This is an optimization exercise on Yosys and OpenROAD, whose aim is small area, not a production implementation.
Only simulation tests tie the RTL to the original design; equivalence was not proved.
Power and IR drop assume default switching activity.

==> flow/design.v <==
package dost_pkg;
    localparam int DEF_TIMER_SLOTS = 16;
    localparam int DEF_TIME_WIDTH  = 32;
    localparam logic [1:0] FUNC_TICK  = 2'd0;
    localparam logic [1:0] FUNC_START = 2'd1;
    localparam logic [1:0] FUNC_STOP  = 2'd2;
    localparam logic KIND_PLAIN  = 1'b0;
    localparam logic KIND_TICKED = 1'b1;
    typedef struct packed {
        logic [1:0]  func;
        logic        timer_kind;
        logic [3:0]  timer_id;
        logic [31:0] duration;
        logic [31:0] delta;
    } t_req;
    typedef struct packed {
        logic        event_kind;
        logic [3:0]  event_id;
        logic [31:0] event_delta;
        logic        last;
    } t_evt;
    typedef struct packed {
        logic expired;
        logic emit;
    } t_unit_res;
endpackage
module dost_unit #(
    parameter int TIME_WIDTH = dost_pkg::DEF_TIME_WIDTH
) (
    input  logic [TIME_WIDTH-1:0] i_base,
    input  logic [TIME_WIDTH-1:0] i_delta,
    input  logic [TIME_WIDTH-1:0] i_duration,
    input  logic                  i_kind,
    output logic [TIME_WIDTH-1:0] o_sum,
    output logic [1:0]            o_res
);
    logic [TIME_WIDTH:0] sum_ext;
    assign sum_ext = {1'b0, i_base} + {1'b0, i_delta};
    assign o_sum   = sum_ext[TIME_WIDTH] ? {TIME_WIDTH{1'b1}} : sum_ext[TIME_WIDTH-1:0];
    dost_pkg::t_unit_res res;
    always_comb begin
        res.expired = (o_sum >= i_duration);
        res.emit    = (i_kind == dost_pkg::KIND_PLAIN) ? res.expired : !res.expired;
    end
    assign o_res = res;
endmodule
module dost_slot_ram #(
    parameter int DEPTH = 32,
    parameter int WIDTH = 32,
    parameter int AW    = (DEPTH > 1) ? $clog2(DEPTH) : 1
) (
    input  logic             i_clk,
    input  logic             i_we,
    input  logic [AW-1:0]    i_waddr,
    input  logic [WIDTH-1:0] i_wdata,
    input  logic [AW-1:0]    i_raddr,
    output logic [WIDTH-1:0] o_rdata
);
    logic [WIDTH-1:0] r_mem [DEPTH];
    logic [WIDTH-1:0] r_rdata;
    always_ff @(posedge i_clk) begin
        if (i_we) begin
            r_mem[i_waddr] <= i_wdata;
        end
        r_rdata <= r_mem[i_raddr];
    end
    assign o_rdata = r_rdata;
endmodule
module deferred_one_shot_timer_array #(
    parameter int TIMER_SLOTS = dost_pkg::DEF_TIMER_SLOTS,
    parameter int TIME_WIDTH  = dost_pkg::DEF_TIME_WIDTH
) (
    input  logic            i_clk,
    input  logic            i_rst_n,
    input  logic            start,
    input  logic [70:0]     i_req,
    output logic            busy,
    output logic            o_strobe,
    output logic [37:0]     o_evt
);
    dost_pkg::t_req req;
    assign req = i_req;
    localparam int ALL_SLOTS = 2 * TIMER_SLOTS;
    localparam int SLOT_IW   = $clog2(ALL_SLOTS);
    localparam int NUM_W     = (TIMER_SLOTS > 1) ? $clog2(TIMER_SLOTS) : 1;
    localparam logic [2:0] ST_IDLE  = 3'd0;
    localparam logic [2:0] ST_APPLY = 3'd1;
    localparam logic [2:0] ST_WALK  = 3'd2;
    localparam logic [2:0] ST_DRAIN = 3'd3;
    localparam logic [2:0] ST_FLUSH = 3'd4;
    function automatic logic [SLOT_IW-1:0] f_slot(input logic kind,
                                                  input logic [NUM_W-1:0] num);
        logic [SLOT_IW-1:0] base;
        base = kind ? SLOT_IW'(TIMER_SLOTS) : '0;
        f_slot = base + SLOT_IW'(num);
    endfunction
    logic [2:0]           r_state,  n_state;
    logic [ALL_SLOTS-1:0] r_active, n_active;
    logic [ALL_SLOTS-1:0] r_startp, n_startp;
    logic [ALL_SLOTS-1:0] r_stop,   n_stop;
    logic [ALL_SLOTS-1:0] r_fresh,  n_fresh;
    logic                 r_kind,   n_kind;
    logic [NUM_W-1:0]     r_num,    n_num;
    logic                 r_b_vld,  n_b_vld;
    logic                 r_hold_vld, n_hold_vld;
    logic                 r_strobe, n_strobe;
    logic [TIME_WIDTH-1:0] r_delta, n_delta;
    logic                  r_b_kind;
    logic [NUM_W-1:0]      r_b_num;
    dost_pkg::t_evt        r_hold, n_hold;
    dost_pkg::t_evt        r_out,  n_out;
    logic                  req_go;
    logic                  id_ok;
    logic [NUM_W-1:0]      req_num;
    logic [SLOT_IW-1:0]    req_idx;
    logic [SLOT_IW-1:0]    req_idx0;
    logic [SLOT_IW-1:0]    req_idx1;
    logic                  dur_we;
    logic [TIME_WIDTH-1:0] dur_rdata;
    logic [TIME_WIDTH-1:0] ela_rdata;
    logic [SLOT_IW-1:0]    walk_idx;
    logic [SLOT_IW-1:0]    b_idx;
    logic [SLOT_IW-1:0]    b_idx0;
    logic [SLOT_IW-1:0]    b_idx1;
    logic                  b_live;
    logic [TIME_WIDTH-1:0] b_base;
    logic [TIME_WIDTH-1:0] b_sum;
    dost_pkg::t_unit_res   b_res;
    dost_pkg::t_evt        b_evt;
    assign req_go   = start && (r_state == ST_IDLE);
    assign id_ok    = (32'(req.timer_id) < 32'(TIMER_SLOTS));
    assign req_num  = NUM_W'(req.timer_id);
    assign req_idx  = f_slot(req.timer_kind, req_num);
    assign req_idx0 = f_slot(dost_pkg::KIND_PLAIN, req_num);
    assign req_idx1 = f_slot(dost_pkg::KIND_TICKED, req_num);
    assign dur_we   = req_go && (req.func == dost_pkg::FUNC_START) && id_ok
                      && !r_active[req_idx] && !r_startp[req_idx];
    assign walk_idx = f_slot(r_kind, r_num);
    assign b_idx    = f_slot(r_b_kind, r_b_num);
    assign b_idx0   = f_slot(dost_pkg::KIND_PLAIN, r_b_num);
    assign b_idx1   = f_slot(dost_pkg::KIND_TICKED, r_b_num);
    assign b_live   = r_b_vld && r_active[b_idx];
    assign b_base   = r_fresh[b_idx] ? '0 : ela_rdata;
    dost_slot_ram #(
        .DEPTH (ALL_SLOTS),
        .WIDTH (TIME_WIDTH),
        .AW    (SLOT_IW)
    ) u_dur_ram (
        .i_clk   (i_clk),
        .i_we    (dur_we),
        .i_waddr (req_idx),
        .i_wdata (TIME_WIDTH'(req.duration)),
        .i_raddr (walk_idx),
        .o_rdata (dur_rdata)
    );
    dost_slot_ram #(
        .DEPTH (ALL_SLOTS),
        .WIDTH (TIME_WIDTH),
        .AW    (SLOT_IW)
    ) u_ela_ram (
        .i_clk   (i_clk),
        .i_we    (b_live),
        .i_waddr (b_idx),
        .i_wdata (b_sum),
        .i_raddr (walk_idx),
        .o_rdata (ela_rdata)
    );
    dost_unit #(
        .TIME_WIDTH (TIME_WIDTH)
    ) u_unit (
        .i_base     (b_base),
        .i_delta    (r_delta),
        .i_duration (dur_rdata),
        .i_kind     (r_b_kind),
        .o_sum      (b_sum),
        .o_res      (b_res)
    );
    always_comb begin
        b_evt.event_kind  = r_b_kind;
        b_evt.event_id    = 4'(r_b_num);
        b_evt.event_delta = (r_b_kind == dost_pkg::KIND_TICKED) ? 32'(r_delta) : 32'd0;
        b_evt.last        = 1'b0;
    end
    always_comb begin
        n_state    = r_state;
        n_active   = r_active;
        n_startp   = r_startp;
        n_stop     = r_stop;
        n_fresh    = r_fresh;
        n_kind     = r_kind;
        n_num      = r_num;
        n_delta    = r_delta;
        n_b_vld    = 1'b0;
        n_hold_vld = r_hold_vld;
        n_hold     = r_hold;
        n_strobe   = 1'b0;
        n_out      = r_out;
        case (r_state)
            ST_IDLE: begin
                if (start) begin
                    case (req.func)
                        dost_pkg::FUNC_TICK: begin
                            n_delta = TIME_WIDTH'(req.delta);
                            n_state = ST_APPLY;
                        end
                        dost_pkg::FUNC_START: begin
                            if (dur_we) begin
                                n_startp[req_idx] = 1'b1;
                            end
                        end
                        dost_pkg::FUNC_STOP: begin
                            if (id_ok) begin
                                n_stop[req_idx0] = r_stop[req_idx0] | r_active[req_idx0];
                                n_stop[req_idx1] = r_stop[req_idx1] | r_active[req_idx1];
                            end
                        end
                        default: begin
                        end
                    endcase
                end
            end
            ST_APPLY: begin
                n_active = (r_active & ~r_stop) | r_startp;
                n_fresh  = r_startp;
                n_stop   = '0;
                n_startp = '0;
                n_kind   = dost_pkg::KIND_PLAIN;
                n_num    = '0;
                n_state  = ST_WALK;
            end
            ST_WALK: begin
                n_b_vld = 1'b1;
                if (r_num == NUM_W'(TIMER_SLOTS - 1)) begin
                    n_num = '0;
                    if (r_kind == dost_pkg::KIND_TICKED) begin
                        n_state = ST_DRAIN;
                    end else begin
                        n_kind = dost_pkg::KIND_TICKED;
                    end
                end else begin
                    n_num = r_num + NUM_W'(1);
                end
            end
            ST_DRAIN: begin
                n_state = ST_FLUSH;
            end
            ST_FLUSH: begin
                if (r_hold_vld) begin
                    n_strobe   = 1'b1;
                    n_out      = r_hold;
                    n_out.last = 1'b1;
                    n_hold_vld = 1'b0;
                end
                n_state = ST_IDLE;
            end
            default: begin
                n_state = ST_IDLE;
            end
        endcase
        if (b_live) begin
            if (b_res.expired) begin
                n_stop[b_idx0] = r_stop[b_idx0] | r_active[b_idx0];
                n_stop[b_idx1] = r_stop[b_idx1] | r_active[b_idx1];
            end
            if (b_res.emit) begin
                if (r_hold_vld) begin
                    n_strobe = 1'b1;
                    n_out    = r_hold;
                end
                n_hold     = b_evt;
                n_hold_vld = 1'b1;
            end
        end
    end
    always_ff @(posedge i_clk) begin
        if (!i_rst_n) begin
            r_state    <= ST_IDLE;
            r_active   <= '0;
            r_startp   <= '0;
            r_stop     <= '0;
            r_fresh    <= '0;
            r_kind     <= dost_pkg::KIND_PLAIN;
            r_num      <= '0;
            r_b_vld    <= 1'b0;
            r_hold_vld <= 1'b0;
            r_strobe   <= 1'b0;
        end else begin
            r_state    <= n_state;
            r_active   <= n_active;
            r_startp   <= n_startp;
            r_stop     <= n_stop;
            r_fresh    <= n_fresh;
            r_kind     <= n_kind;
            r_num      <= n_num;
            r_b_vld    <= n_b_vld;
            r_hold_vld <= n_hold_vld;
            r_strobe   <= n_strobe;
        end
    end
    always_ff @(posedge i_clk) begin
        r_delta  <= n_delta;
        r_b_kind <= r_kind;
        r_b_num  <= r_num;
        r_hold   <= n_hold;
        r_out    <= n_out;
    end
    assign busy     = (r_state != ST_IDLE);
    assign o_strobe = r_strobe;
    assign o_evt    = r_out;
endmodule
==> flow/run.sh <==
#!/bin/bash
# synth_recipe.tcl (not shown) runs the flow's synth.tcl, then flattens the netlist and writes it again
# the make line also repeats each setting of config.mk as NAME=value (left out here)
make -C /OpenROAD-flow-scripts/flow DESIGN_CONFIG=/design/flow/config.mk WORK_HOME=/design/flow/orfs CLKGATE_MAP_FILE= SYNTH_SCRIPT=/design/flow/synth_recipe.tcl finish
==> flow/config.mk <==
export PLATFORM = sky130hd
export DESIGN_NAME = deferred_one_shot_timer_array
export DESIGN_NICKNAME = deferred_one_shot_timer_array
export VERILOG_FILES = /design/flow/design.v
export SDC_FILE = /design/flow/constraint.sdc
export NUM_CORES = 4
export LEC_CHECK = 0
export CAP_MARGIN = 20
export CORE_MARGIN = 2
export CORE_UTILIZATION = 40
export PLACE_DENSITY = 0.6
export SLEW_MARGIN = 20
==> flow/constraint.sdc <==
create_clock -name core_clock -period 12.0 [get_ports {i_clk}]
set_input_delay 2.4000 -clock core_clock [delete_from_list [all_inputs] [get_ports {i_clk}]]
set_output_delay 2.4000 -clock core_clock [all_outputs]
set_load 0.01 [all_outputs]
==> impl_metrics.xml <==
<?xml version="1.0" encoding="UTF-8"?>
<metrics>
  <group name="status">
    <metric name="result_of_the_run" unit="">no timing/DRC/antenna violations</metric>
  </group>
  <group name="clocking">
    <metric name="clock_tree_from_tritoncts" unit="">done</metric>
    <metric name="cts-root-to-sink-buffers" unit="">3</metric>
    <metric name="post_cts_resize_count" unit="">0</metric>
    <metric name="clock_root_buffer" unit="">sky130_fd_sc_hd__clkbuf_16</metric>
    <metric name="cts_buffers" unit="">231</metric>
    <metric name="clkSlewWorstSetupHoldPaths" unit="ns">0.06</metric>
    <metric name="postCtsSetupRepairBufs" unit="">0</metric>
    <metric name="clock_sink_count" unit="">2363</metric>
    <metric name="clock_latency" unit="ns">0.89</metric>
    <metric name="cts_max_level" unit="">4</metric>
    <metric name="cts.hold.buffers_added" unit="">0</metric>
  </group>
  <group name="sta">
    <metric name="total_of_endpoints_with_negative_setup_slack_in_the_final_report" unit="">0</metric>
    <metric name="setup_tns" unit="ns">0</metric>
    <metric name="timing_hold_violations_final" unit="">0</metric>
    <metric name="rsz0062_at_grt" unit="">false</metric>
    <metric name="worst-slew-pin-transition" unit="ns">1.11</metric>
    <metric name="timing.final.crit_share" unit="%">86.3</metric>
    <metric name="timing.slew.headroom" unit="%">25.5</metric>
    <metric name="report.final.slew_viol_count" unit="">0</metric>
    <metric name="finalClockSkew" unit="ns">0.0768</metric>
    <metric name="fmax" unit="GHz">0.0965</metric>
    <metric name="final.min_clock_period" unit="ns">10.36</metric>
  </group>
  <group name="logic_synthesis">
    <metric name="mapped_avg_cell_area" unit="um2">20.2</metric>
    <metric name="most_instantiated_library_cell_after_synthesis" unit="">sky130_fd_sc_hd__edfxtp_1</metric>
    <metric name="synth_edf_count" unit="">2117</metric>
    <metric name="mappedNetlistNets" unit="">4778</metric>
    <metric name="sequential_share_of_the_synthesized_area" unit="%">73.2</metric>
    <metric name="dominantRegCellSynth" unit="">sky130_fd_sc_hd__edfxtp_1</metric>
    <metric name="async_flop_share" unit="%">0</metric>
    <metric name="synth_top_cells_by_count" unit="">sky130_fd_sc_hd__edfxtp_1 (2117), sky130_fd_sc_hd__mux4_2 (679), sky130_fd_sc_hd__nand2_1 (264)</metric>
    <metric name="ys_warn_count" unit="">3</metric>
    <metric name="netlist_top_cells_area" unit="">sky130_fd_sc_hd__edfxtp_1 (68%), sky130_fd_sc_hd__mux4_2 (16%), sky130_fd_sc_hd__dfxtp_1 (5.3%)</metric>
    <metric name="netlist-cell-type-count" unit="">83</metric>
    <metric name="postSynthRegisterBits" unit="">2363</metric>
    <metric name="yosys.area.top_type_share" unit="%">67.9</metric>
    <metric name="synth_largest_area_cell" unit="">sky130_fd_sc_hd__edfxtp_1</metric>
    <metric name="syn_area" unit="mm2">0.0936</metric>
    <metric name="syn_inst" unit="">4626</metric>
  </group>
  <group name="die">
    <metric name="design.die.area" unit="mm2">0.238</metric>
    <metric name="placement_rows" unit="">177</metric>
    <metric name="start_util" unit="%">40.3</metric>
    <metric name="height_of_the_die" unit="um">488</metric>
    <metric name="boundaryPins" unit="">114</metric>
    <metric name="die-width" unit="um">488</metric>
    <metric name="core-area" unit="mm2">0.233</metric>
  </group>
  <group name="placed_design">
    <metric name="finalWeightedCongestion" unit="">0.910</metric>
    <metric name="io_buffer_count" unit="">113</metric>
    <metric name="hpwl" unit="mm">131</metric>
    <metric name="place_inst" unit="">7648</metric>
  </group>
  <group name="drt">
    <metric name="routed-via-count" unit="">47900</metric>
    <metric name="ratio_of_routed_vias_to_standard_cells" unit="">5.91</metric>
    <metric name="detail_route.first_pass.iterations" unit="">6</metric>
    <metric name="number_of_nets_still_failing_antenna_checks_after_routing" unit="">0</metric>
    <metric name="detail_route.drc_violations" unit="">0</metric>
    <metric name="drt_iter0_drc" unit="">5845</metric>
    <metric name="wirelength" unit="mm">254</metric>
    <metric name="routed_length_per_instance" unit="um">31.4</metric>
  </group>
  <group name="setup_path">
    <metric name="critPathMaxStageDelay" unit="ns">0.88</metric>
    <metric name="crit-reg2reg-launch" unit="">r_b_num[2]$_DFF_P_</metric>
    <metric name="cp_data_required_time" unit="ns">12.44</metric>
    <metric name="path_common_cell" unit="">sky130_fd_sc_hd__buf_4</metric>
    <metric name="worstPathMaxFanout" unit="">39</metric>
    <metric name="crit_arrival" unit="ns">10.80</metric>
    <metric name="worst_setup_path_start_kind" unit="">register</metric>
    <metric name="critPathSlowestCell" unit="">sky130_fd_sc_hd__and2_2</metric>
    <metric name="start_point_of_the_critical_path" unit="">r_b_num[2]$_DFF_P_</metric>
    <metric name="kind_of_end_point_of_the_critical_path" unit="">register</metric>
    <metric name="depth_of_the_worst_register_to_register_path" unit="">27</metric>
    <metric name="path_class" unit="">register to register</metric>
    <metric name="cp_num_cells" unit="">27</metric>
    <metric name="worstPathBufferInverterCount" unit="">4</metric>
    <metric name="timing.critical_path.max_delay_family" unit="">compound AO/OA/AOI/OAI gates</metric>
  </group>
  <group name="layout">
    <metric name="instances_no_fill" unit="">8099</metric>
    <metric name="drive_above_1_share" unit="%">27.0</metric>
    <metric name="final.fill_count" unit="">19400</metric>
    <metric name="nets" unit="">4992</metric>
    <metric name="area_of_the_multi_input_gates" unit="mm2">0.0245</metric>
    <metric name="area_delta_synth_final" unit="%">14.4</metric>
    <metric name="seq_area" unit="mm2">0.0685</metric>
  </group>
  <group name="worst_hold_path">
    <metric name="hold_path_depth" unit="">2</metric>
    <metric name="worst_hold_path_type" unit="">register to register</metric>
    <metric name="hp-start" unit="">r_fresh[15]$_SDFFE_PN0P_</metric>
  </group>
  <group name="power">
    <metric name="vdd.ir_drop.worst" unit="V">0.000121</metric>
    <metric name="clock_power_share" unit="%">44.2</metric>
    <metric name="seqPwrFrac" unit="%">53.3</metric>
    <metric name="power.density" unit="mW/mm2">158</metric>
    <metric name="p_switching" unit="W">0.00349</metric>
    <metric name="p_leak" unit="nW">32.7</metric>
    <metric name="cell_internal_power" unit="W">0.0134</metric>
    <metric name="p_comb_share" unit="%">2.5</metric>
    <metric name="swShare" unit="%">20.7</metric>
  </group>
  <group name="global_route">
    <metric name="antenna_found_initial" unit="">13</metric>
    <metric name="grt_max_degree" unit="">114</metric>
    <metric name="first_global_vias" unit="">47400</metric>
    <metric name="groute.usage.overall" unit="%">21.3</metric>
    <metric name="overflow" unit="">0</metric>
    <metric name="grt_first_pass_wirelength" unit="mm">360</metric>
  </group>
  <group name="flow_run">
    <metric name="max_cap_violations" unit="">0</metric>
  </group>
</metrics>
-- routing by layer --
| layer | vias up | GRT usage (%) | share of wire, % |
|---|---|---|---|
| met1 | 25900 | 30.0 | 41 |
| li1 | 19500 | - | - |
| met5 | - | 0 | 0.024 |
| met3 | 374 | 3.45 | 7.4 |
| met4 | 10 | 5.18 | 2.3 |
| met2 | 2072 | 34.8 | 49 |
-- through the flow --
| step | hold WS, ns | instance area [um2] | worst slack [ns] | power (W) | utilization [%] |
|---|---|---|---|---|---|
| final | 0.454 | 107000 | 1.64 | 0.0169 | 46.0 |
| after global routing | 0.473 | 107000 | 0.913 | 0.0174 | 46.0 |
| after CTS | 0.455 | 107000 | 1.60 | 0.0170 | 46.0 |
| after detailed placement | 0.446 | 99000 | 1.70 | 0.00961 | 42.6 |
| after global placement | 0.442 | 99000 | 1.91 | 0.00960 | 42.6 |
| after floorplan | 0.329 | 93600 | 2.72 | 0.00941 | - |
-- worst reg2reg max path, delay by kind of cell, from the launching register on --
| kind | cells | cell delay [ns] |
|---|---|---|
| buffers and inverters | 4 | 1.13 |
| flip-flops | 1 | 0.69 |
| multiplexers | 1 | 0.41 |
| adder cells (fa/ha/maj) | 3 | 1.24 |
| AND/OR/NAND/NOR | 6 | 2.67 |
| AO/OA/AOI/OAI | 13 | 3.80 |
-- path summary, 6_finish.rpt --
kind                                            endpoint  slack (ns)
worst max-delay path                r_hold[34]$_DFFE_PP_        1.64
worst min-delay path            r_fresh[15]$_SDFFE_PN0P_        0.45
worst max register to register      r_hold[34]$_DFFE_PP_        1.64
worst min register to register  r_fresh[15]$_SDFFE_PN0P_        0.45
-- layout make-up --
class / count / area share, %
Clock buffer: 325 / 6.05
Clock inverter: 118 / 1.39
Inverter: 58 / 0.203
Timing Repair Buffer: 226 / 1.88
Antenna cell: 6 / 0.0140
Tap cell: 3043 / 3.56
Sequential cell: 2363 / 64.0
Multi-Input combinational cell: 1960 / 22.9
-- power by group through the flow --
stage,sequential [W],clock [W],combinational [W]
2_1_floorplan,0.00918,0,0.000233
3_3_place_gp,0.00919,0,0.000406
3_5_place_dp,0.00919,0,0.000417
4_1_cts,0.00902,0.00760,0.000418
5_1_grt,0.00901,0.00792,0.000458
6_report,0.00902,0.00748,0.000421
-- cell usage in the layout (no fill, tap or decap), types with 31 or more instances in the layout --
| cell type | n |
|---|---|
| sky130_fd_sc_hd__a22o_1 | 35 |
| sky130_fd_sc_hd__nor2_4 | 65 |
| sky130_fd_sc_hd__edfxtp_1 | 2117 |
| sky130_fd_sc_hd__dfxtp_1 | 239 |
| sky130_fd_sc_hd__mux4_2 | 679 |
| sky130_fd_sc_hd__clkbuf_16 | 234 |
| sky130_fd_sc_hd__nand2_1 | 260 |
| sky130_fd_sc_hd__inv_1 | 55 |
| sky130_fd_sc_hd__clkbuf_1 | 63 |
| sky130_fd_sc_hd__and2_1 | 74 |
| sky130_fd_sc_hd__ha_1 | 77 |
| sky130_fd_sc_hd__a21oi_1 | 128 |
| sky130_fd_sc_hd__buf_4 | 108 |
| sky130_fd_sc_hd__mux2_2 | 105 |
| sky130_fd_sc_hd__o21ai_0 | 66 |
| sky130_fd_sc_hd__clkdlybuf4s50_1 | 110 |
| sky130_fd_sc_hd__nand3_1 | 31 |
| sky130_fd_sc_hd__clkinv_2 | 35 |
| sky130_fd_sc_hd__nor2_1 | 80 |
-- cells by family after synthesis --
family,after synthesis,share of synthesized area [%]
buffers and inverters,303,1.27
muxes,821,18.3
DFF,2363,73.2
adders and majority gates,78,1.05
xor gates and xnor gates,29,0.271
and+or+nand+nor,654,3.27
AOI/OAI and AO/OA,378,2.67
-- sequential cells by signal, summed over array words and instances (netlist names), 37 cells and up --
signal,flops
u_ela_ram.r_mem,1024
r_hold,37
r_out,38
u_dur_ram.r_mem,1024

-- separate check: timing with driven ports --
In the flow no input, the clock included, has a driving cell. The finished layout below was timed again as built, in two steps. Step 1, drivers: a clkbuf_16 drives i_clk and a buf_2 each remaining input, both assumed. Step 2 adds t to the input delays and takes it off the output delays; t is the mean of the earliest and latest rising clock arrival at the registers after step 1. Input paths then give back, and output paths get back, about the clock's delay inside the block. Slacks: no drivers / after step 1 / after step 2; pairs: no drivers / after step 1.
t (ns): 0.940
slack for setup (ns): 1.639 / 1.639 / 1.639
pins driven straight from the clock port: 1
After both steps this run still meets setup and hold. The setup slack of this run moves by 0.000 ns with the drivers and by 0.000 ns with both steps.
